Background: an optimization exercise with open tools, aiming at small area, a short achievable clock period and few clock cycles. Do not read the settings as production practice. Where RTL was checked, it was by simulation tests only, not by an equivalence proof against the original.

Setup of before:
==> flow/design.v (excerpt) <==
module pipe_exe_md #(
  parameter logic [31:0] DIV0_LO = 32'hFFFFFFFF
) (
  input  logic        clock,
  input  logic        resetn,
  input  logic        ebubble,
  input  logic [3:0]  ealuc,
  input  logic        ealuimm,
  input  logic        eshift,
  input  logic        ejal,
  input  logic [3:0]  emd,
  input  logic [31:0] ea,
  input  logic [31:0] eb,
  input  logic [31:0] eimm,
  input  logic [31:0] esa,
  input  logic [31:0] epc4,
  input  logic [4:0]  ern0,
  output logic [31:0] ealu,
  output logic [4:0]  ern,
  output logic        md_stall
);
  localparam logic [3:0] MD_MULT  = 4'd1;
  localparam logic [3:0] MD_MULTU = 4'd2;
  localparam logic [3:0] MD_DIV   = 4'd3;
  localparam logic [3:0] MD_DIVU  = 4'd4;
  localparam logic [3:0] MD_MFHI  = 4'd5;
  localparam logic [3:0] MD_MFLO  = 4'd6;
  localparam logic [3:0] MD_MTHI  = 4'd7;
  localparam logic [3:0] MD_MTLO  = 4'd8;
  logic [31:0] hi_q, lo_q;
  logic        hx_q;          
  logic        bprev_q;       
  logic [32:0] d_q;           
  logic        busy_q;
  logic        mul_q;         
  logic        sgn_q;         
  logic        fix_q;         
  logic        fixing_q;      
  logic        negq_q, negr_q;
  logic [3:0]  cnt_q;         
  logic [31:0] aluA, aluB, aluRes;
  assign aluA = eshift  ? esa  : ea;
  assign aluB = ealuimm ? eimm : eb;
  logic        aluSub;
  logic [31:0] aluBx, aluSum, aluP, aluG;
  assign aluSub  = (ealuc[2:0] == 3'b100);
  assign aluBx   = aluB ^ {32{aluSub}};
  pem_ks32 u_alu_add (.a(aluA), .b(aluBx), .cin(aluSub), .s(aluSum), .p(aluP), .g(aluG));
  logic        shLeft, shFill;
  logic [31:0] shIn, shOut, shRes;
  logic [32:0] shWide;
  assign shLeft = ~ealuc[2];
  ...
Settings: LEC_CHECK=0, ABC_AREA=1, CAP_MARGIN=20, CORE_MARGIN=2, CORE_UTILIZATION=40, SETUP_SLACK_MARGIN=1.5, SLEW_MARGIN=20; clock period 9.0 ns.
standard.sh (not shown) runs the stock make flow with config.mk's settings and CLKGATE_MAP_FILE= SYNTH_SCRIPT=/design/flow/synth_recipe.tcl, a recipe that flattens the netlist after the stock synthesis.
==> flow/flow/run.sh <==
#!/bin/bash
# The standard layout, with two changes to how the layout is made:
#  - the port buffers are buf_2 cells instead of the slow delay buffer that
#    buffer_ports picks by default (every port still gets its own buffer);
#  - the resizer may change a cell's footprint when it sizes gates.
# Synthesis is the standard one, unchanged.
set -euo pipefail
export BUFFER_PORTS_ARGS="-buffer_cell sky130_fd_sc_hd__buf_2"
sed 's/CLKGATE_MAP_FILE= /CLKGATE_MAP_FILE= MATCH_CELL_FOOTPRINT=0 /' standard.sh > standard_fp.sh
grep -q 'MATCH_CELL_FOOTPRINT=0' standard_fp.sh
bash standard_fp.sh > standard_flow.log 2>&1
before finished end to end and its layout was clean on timing, DRC and antenna.
--- input diff before..after ---
--- a/flow/design.v
+++ b/flow/design.v
@@ -214,27 +214,27 @@
       negr_q   <= 1'b0;
       cnt_q    <= 4'd0;
     end else if (isMul) begin
       busy_q   <= 1'b1;
       mul_q    <= 1'b1;
       sgn_q    <= (emd == MD_MULT);
       fix_q    <= (emd == MD_MULTU) && eb[31];
       fixing_q <= 1'b0;
       cnt_q    <= 4'd3;
     end else if (isDiv) begin
-      busy_q   <= !divImm || aNeg;
+      busy_q   <= !divImm;
       mul_q    <= 1'b0;
       fix_q    <= aNeg || bNeg;
-      fixing_q <= divImm;
-      negq_q   <= !divImm && (aNeg ^ bNeg);
+      fixing_q <= 1'b0;
+      negq_q   <= aNeg ^ bNeg;
       negr_q   <= aNeg;
-      cnt_q    <= divImm ? 4'd0 : 4'(sh[5:1]);
+      cnt_q    <= 4'(sh[5:1]);
     end else if (busy_q) begin
       if (!lastCyc) begin
         cnt_q <= cnt_q - 4'd1;
       end else if (fix_q && !fixing_q) begin
         fixing_q <= 1'b1;
       end else begin
         fixing_q <= 1'b0;
         busy_q   <= 1'b0;
       end
     end
@@ -255,22 +255,22 @@
     end else if (isMul) begin
       hx_q    <= 1'b0;
       bprev_q <= 1'b0;
     end else if (mulRun) begin
       hx_q    <= mSum[40];
       bprev_q <= lo_q[7];
     end
   end
   logic selHiEa, selHiAbs, selHiHold, selLoDz, selLoHold, selLoEa;
   logic [31:0] hiD, loD;
-  assign selHiEa   = writeHi;
-  assign selHiAbs  = isDiv;
+  assign selHiEa   = (isDiv & divImm) | writeHi;
+  assign selHiAbs  = isDiv & !divImm;
   assign selHiHold = !isMul & !isDiv & !busy_q & !writeHi;
   assign selLoDz   = isDiv & bZero;
   assign selLoEa   = writeLo;
   assign selLoHold = !isMul & !isDiv & (mulFix | (!busy_q & !writeLo));
   always_comb begin
     hiD = ({32{selHiEa}}   & ea)
         | ({32{selHiAbs}}  & absA)
         | ({32{mulRun}}    & mSum[39:8])
         | ({32{mulFix}}    & mSum[31:0])
         | ({32{divRun}}    & r2)
Notes after the runs:
after -> before: fraction of the mapped netlist area in adder cells flat. Summary of after over before: total global-route track usage down 0.26 points, post-synthesis instance total went down, worst setup slack shows an increase of 0.079 ns. Utilization before -> after: down. Via count shrinks slightly when moving from before to after. Per the comparison of after with before, worst-case clock skew went up; global-route met1 utilization went down; hold slack went down. [after vs before] post-place setup slack: higher in after. Core footprint went up slightly going from before to after. The standard cell with the maximum stage delay on the critical path comes out sky130_fd_sc_hd__o211ai_1 in one run and sky130_fd_sc_hd__ha_1 in the other, namely in before and after respectively. after ended up with a higher count of inserted antenna diode cells than before did. In after relative to before, critical path depth had gone up by a few percent.
Testbench counts of after, summed over its fixed seeds: cycles 31,550.
The RTL of before was laid out without a check of its function.


pipe_exe_md, a different RTL version from the one above (not shown whole).
Size: ~4200 cells after synthesis, about 110 flip-flops, roughly 220 I/O pins, ~30000 sq um of cells after synthesis.
// pipe_exe_md
module pipe_exe_md #(
  parameter logic [31:0] DIV0_LO = 32'hFFFFFFFF
) (
  input  logic        clock,
  input  logic        resetn,
  input  logic        ebubble,
  input  logic [3:0]  ealuc,
  input  logic        ealuimm,
  input  logic        eshift,
  input  logic        ejal,
  input  logic [3:0]  emd,
  input  logic [31:0] ea,
  input  logic [31:0] eb,
  input  logic [31:0] eimm,
  input  logic [31:0] esa,
  input  logic [31:0] epc4,
  input  logic [4:0]  ern0,
  output logic [31:0] ealu,
  output logic [4:0]  ern,
  output logic        md_stall
);
Settings: LEC_CHECK=0, CAP_MARGIN=20, CORE_MARGIN=2, CORE_UTILIZATION=40, SLEW_MARGIN=20; clock period 9.0 ns.
run.sh (not shown) runs the stock make flow with config.mk's settings and CLKGATE_MAP_FILE= SYNTH_SCRIPT=/design/flow/synth_recipe.tcl, a recipe that flattens the netlist after the stock synthesis.
Stock flow here: none of the scripts above is used.
The first run went through all stages and came out clean.
Change:
--- a/flow/design.v
+++ b/flow/design.v
@@ -34,54 +34,57 @@
   logic        sgn_q;         
   logic        fix_q;         
   logic        fixing_q;      
   logic        negq_q, negr_q;
   logic [3:0]  cnt_q;         
   logic [31:0] aluA, aluB, aluRes;
   assign aluA = eshift  ? esa  : ea;
   assign aluB = ealuimm ? eimm : eb;
   logic        aluSub;
   logic [31:0] aluBx, aluSum;
   logic [32:0] aluSumC;
-  assign aluSub  = ealuc[2];
+  assign aluSub  = (ealuc[2:0] == 3'b100);
   assign aluBx   = aluB ^ {32{aluSub}};
   assign aluSumC = {aluA, 1'b1} + {aluBx, aluSub};
   assign aluSum  = aluSumC[32:1];
   logic        shLeft, shFill;
   logic [31:0] shIn, shOut, shRes;
   logic [32:0] shWide;
   assign shLeft = ~ealuc[2];
   assign shFill = ealuc[2] & ealuc[3] & aluB[31];
   always_comb begin
     for (int i = 0; i < 32; i++) shIn[i] = shLeft ? aluB[31-i] : aluB[i];
   end
   assign shWide = 33'($signed({shFill, shIn}) >>> aluA[4:0]);
   assign shOut  = shWide[31:0];
   always_comb begin
     for (int i = 0; i < 32; i++) shRes[i] = shLeft ? shOut[31-i] : shOut[i];
   end
   always_comb begin
     aluRes = 32'd0;
     case (ealuc[1:0])
       2'b00: aluRes = aluSum;
-      2'b01: aluRes = ealuc[2] ? (aluA | aluB) : (aluA & aluB);
-      2'b10: aluRes = ealuc[2] ? {aluB[15:0], 16'd0} : (aluA ^ aluB);
+      2'b01: aluRes = ealuc[2] ? (aluA | aluBx) : (aluA & aluBx);
+      2'b10: aluRes = ealuc[2] ? {aluB[15:0], 16'd0} : (aluA ^ aluBx);
       2'b11: aluRes = shRes;
       default: aluRes = 32'd0;
     endcase
   end
+  logic [31:0] pc8;
+  pem_add #(30) u_pc8 (.a(epc4[31:2]), .b(30'd0), .cin(1'b1), .s(pc8[31:2]));
+  assign pc8[1:0] = epc4[1:0];
   always_comb begin
     ealu = aluRes;
     ern  = ern0;
     if (ejal) begin
-      ealu = epc4 + 32'd4;
+      ealu = pc8;
       ern  = 5'd31;
     end else if (emd == MD_MFHI) begin
       ealu = hi_q;
     end else if (emd == MD_MFLO) begin
       ealu = lo_q;
     end
   end
   logic isMul, isDiv, isHL, start;
   assign isMul = !ebubble && (emd == MD_MULT || emd == MD_MULTU);
   assign isDiv = !ebubble && (emd == MD_DIV  || emd == MD_DIVU);
   assign isHL  = !ebubble && (emd == MD_MFHI || emd == MD_MFLO ||
@@ -153,30 +156,30 @@
   assign mNeg = sgn_q & lastMul;
   assign pp0 = lo_q[0] ? aX : 36'd0;
   assign pp1 = lo_q[1] ? {aX[34:0], 1'b0} : 36'd0;
   assign pp2 = lo_q[2] ? {aX[33:0], 2'b0} : 36'd0;
   assign pp3 = (lo_q[3] ? {aX[32:0], 3'b0} : 36'd0) ^ {36{mNeg}};
   assign s1 = accX ^ pp0 ^ pp1;
   assign c1 = (accX & pp0) | (accX & pp1) | (pp0 & pp1);
   assign s2 = s1 ^ {c1[34:0], 1'b0} ^ pp2;
   assign c2 = (s1 & {c1[34:0], 1'b0}) | (s1 & pp2) | ({c1[34:0], 1'b0} & pp2);
   assign s3 = s2 ^ {c2[34:0], 1'b0} ^ pp3;
   assign c3 = (s2 & {c2[34:0], 1'b0}) | (s2 & pp3) | ({c2[34:0], 1'b0} & pp3);
-  assign mSum = s3 + {c3[34:0], mNeg};
+  pem_add #(36) u_madd (.a(s3), .b({c3[34:0], mNeg}), .cin(1'b0), .s(mSum));
   logic [33:0] t1, t2;
   logic        q1, q2;
   logic [31:0] r1, r2;
-  assign t1 = {2'b0, hi_q} - {1'b0, d_q};
+  pem_add #(34) u_sub1 (.a({2'b0, hi_q}), .b(~{1'b0, d_q}), .cin(1'b1), .s(t1));
   assign q1 = ~t1[33];
   assign r1 = q1 ? t1[31:0] : hi_q;
-  assign t2 = {2'b0, r1} - {2'b0, d_q[32:1]};
+  pem_add #(34) u_sub2 (.a({2'b0, r1}), .b(~{2'b0, d_q[32:1]}), .cin(1'b1), .s(t2));
   assign q2 = ~t2[33];
   assign r2 = q2 ? t2[31:0] : r1;
   always_ff @(posedge clock or negedge resetn) begin
     if (!resetn) begin
       busy_q <= 1'b0;
       mul_q  <= 1'b0;
       sgn_q  <= 1'b0;
       fix_q  <= 1'b0;
       fixing_q <= 1'b0;
       negq_q <= 1'b0;
       negr_q <= 1'b0;
@@ -234,11 +237,42 @@
         lo_q <= {lo_q[29:0], q1, q2};
       end else begin
         hi_q <= cneg32(hi_q, negr_q);
         lo_q <= cneg32(lo_q, negq_q);
       end
     end else if (!ebubble) begin
       if (emd == MD_MTHI) hi_q <= ea;
       if (emd == MD_MTLO) lo_q <= ea;
     end
   end
 endmodule
+module pem_add #(
+  parameter int N = 32
+) (
+  input  logic [N-1:0] a,
+  input  logic [N-1:0] b,
+  input  logic         cin,
+  output logic [N-1:0] s
+);
+  logic [N-1:0] p, g, pp, gg;
+  always_comb begin
+    p = a ^ b;
+    g = a & b;
+    gg = g;
+    pp = p;
+    gg[0] = g[0] | (p[0] & cin);
+    for (int d = 1; d < N; d = d * 2) begin
+      for (int i = 2 * d - 1; i < N; i = i + 2 * d) begin
+        gg[i] = gg[i] | (pp[i] & gg[i-d]);
+        pp[i] = pp[i] & pp[i-d];
+      end
+    end
+    for (int d = 64; d >= 1; d = d / 2) begin
+      for (int i = 3 * d - 1; i < N; i = i + 2 * d) begin
+        gg[i] = gg[i] | (pp[i] & gg[i-d]);
+        pp[i] = pp[i] & pp[i-d];
+      end
+    end
+    s[0] = p[0] ^ cin;
+    for (int i = 1; i < N; i++) s[i] = p[i] ^ gg[i-1];
+  end
+endmodule
Worst hold slack is better by 7.7 ps.
Design area goes down by 1.9%.
Via count goes down by 4.6%.
Sequential share of layout area goes up by 0.16 points.
Global-route usage goes down by 0.69 points.
Utilization goes down by 0.17 points.
Maximum frequency goes up by 1.9%.
Non-clock buffer count goes down by 33.
Register-to-register slack is better by 190 ps.
Flip-flop and latch count is unchanged.
Critical path depth goes up by 1.
Function was not checked in any run of this note: the RTL went through the layout flow alone.


Setup of v6:
pipe_exe_md with an RTL version that a note above also has.
For scale: about 4200 cells after synthesis, about 110 flip-flops, roughly 220 I/O pins.
clock: 9.0 ns
lec_check: 0
abc_area: 1
cap_margin: 20
core_margin: 2
core_utilization: 50
setup_slack_margin: 1.5
slew_margin: 20
standard.sh (not shown) runs the stock make flow with config.mk's settings and CLKGATE_MAP_FILE= SYNTH_SCRIPT=/design/flow/synth_recipe.tcl, a recipe that flattens the netlist after the stock synthesis.
Scripts as last shown in full above: flow/flow/run.sh
v6 closes out successfully: all stages finished, all timing, DRC and antenna checks passed.
Testbench counts of v6, summed over its fixed seeds: cycles 31,550.
Setup changes, v6 to v7
diff --git a/flow/design.v b/flow/design.v
--- a/flow/design.v
+++ b/flow/design.v
@@ -215,25 +215,25 @@
       cnt_q    <= 4'd0;
     end else if (isMul) begin
       busy_q   <= 1'b1;
       mul_q    <= 1'b1;
       sgn_q    <= (emd == MD_MULT);
       fix_q    <= (emd == MD_MULTU) && eb[31];
       fixing_q <= 1'b0;
       cnt_q    <= 4'd3;
     end else if (isDiv) begin
-      busy_q   <= !divImm;
+      busy_q   <= !divImm || aNeg;
       mul_q    <= 1'b0;
       fix_q    <= aNeg || bNeg;
-      fixing_q <= 1'b0;
-      negq_q   <= aNeg ^ bNeg;
+      fixing_q <= divImm;
+      negq_q   <= !divImm && (aNeg ^ bNeg);
       negr_q   <= aNeg;
-      cnt_q    <= 4'(sh[5:1]);
+      cnt_q    <= divImm ? 4'd0 : 4'(sh[5:1]);
     end else if (busy_q) begin
       if (!lastCyc) begin
         cnt_q <= cnt_q - 4'd1;
       end else if (fix_q && !fixing_q) begin
         fixing_q <= 1'b1;
       end else begin
         fixing_q <= 1'b0;
         busy_q   <= 1'b0;
       end
@@ -256,20 +256,20 @@
       hx_q    <= 1'b0;
       bprev_q <= 1'b0;
     end else if (mulRun) begin
       hx_q    <= mSum[40];
       bprev_q <= lo_q[7];
     end
   end
   logic selHiEa, selHiAbs, selHiHold, selLoDz, selLoHold, selLoEa;
   logic [31:0] hiD, loD;
-  assign selHiEa   = (isDiv & divImm) | writeHi;
-  assign selHiAbs  = isDiv & !divImm;
+  assign selHiEa   = writeHi;
+  assign selHiAbs  = isDiv;
   assign selHiHold = !isMul & !isDiv & !busy_q & !writeHi;
   assign selLoDz   = isDiv & bZero;
   assign selLoEa   = writeLo;
   assign selLoHold = !isMul & !isDiv & (mulFix | (!busy_q & !writeLo));
   always_comb begin
     hiD = ({32{selHiEa}}   & ea)
         | ({32{selHiAbs}}  & absA)
         | ({32{mulRun}}    & mSum[39:8])
         | ({32{mulFix}}    & mSum[31:0])
[summary]
| via count | v7 vs v6 | ≈ equal |. The standard cells in v7 occupy more silicon area than those in v6 do. v7 against v6: final period utilization shows a reduction of 1.7 points, non-clock buffer count climbed 34. Looking only at die area, and setting everything else aside, the higher value of v7 and v6 goes to v6. Diff v6 -> v7: fmax saw an increase; total detailed-routing wirelength saw little to no change. Number of buffers inserted by post-CTS setup repair in v7 is 19 higher than in v6.
The RTL of v7 was laid out without a check of its function.

==> what the ideal ports hide <==
In the flow no input, the clock included, has a driving cell. The finished layouts below were timed again as built, in two steps.
Step 1, drivers: a clkbuf_16 drives clock and a buf_2 each remaining input, both assumed.
Step 2 times the ports against the registers' clock, not the clock port: input delays grow and output delays shrink by t, the midpoint of the rising clock arrivals with the driver on.
Three values: ideal ports, drivers, drivers and shift; two values: the first two.
run | t, ns | setup slack, ns | pins driven straight from the clock port
before | 0.436 | 1.505 / 1.411 / 1.277 | 1
after | 0.434 | 1.584 / 1.529 / 1.295 | 1
the first run of note 2 | 0.433 | 0.084 / 0.057 / 0.057 | 1
the second run of note 2 | 0.439 | 0.249 / 0.220 / 0.220 | 1
v6 | 0.441 | 1.401 / 1.356 / 1.283 | 1
v7 | 0.445 | 1.556 / 1.418 / 1.205 | 1
After both steps every run listed still meets setup and hold. The setup slack of v7, which loses most, moves by -0.138 ns with the drivers and by -0.351 ns with both steps.
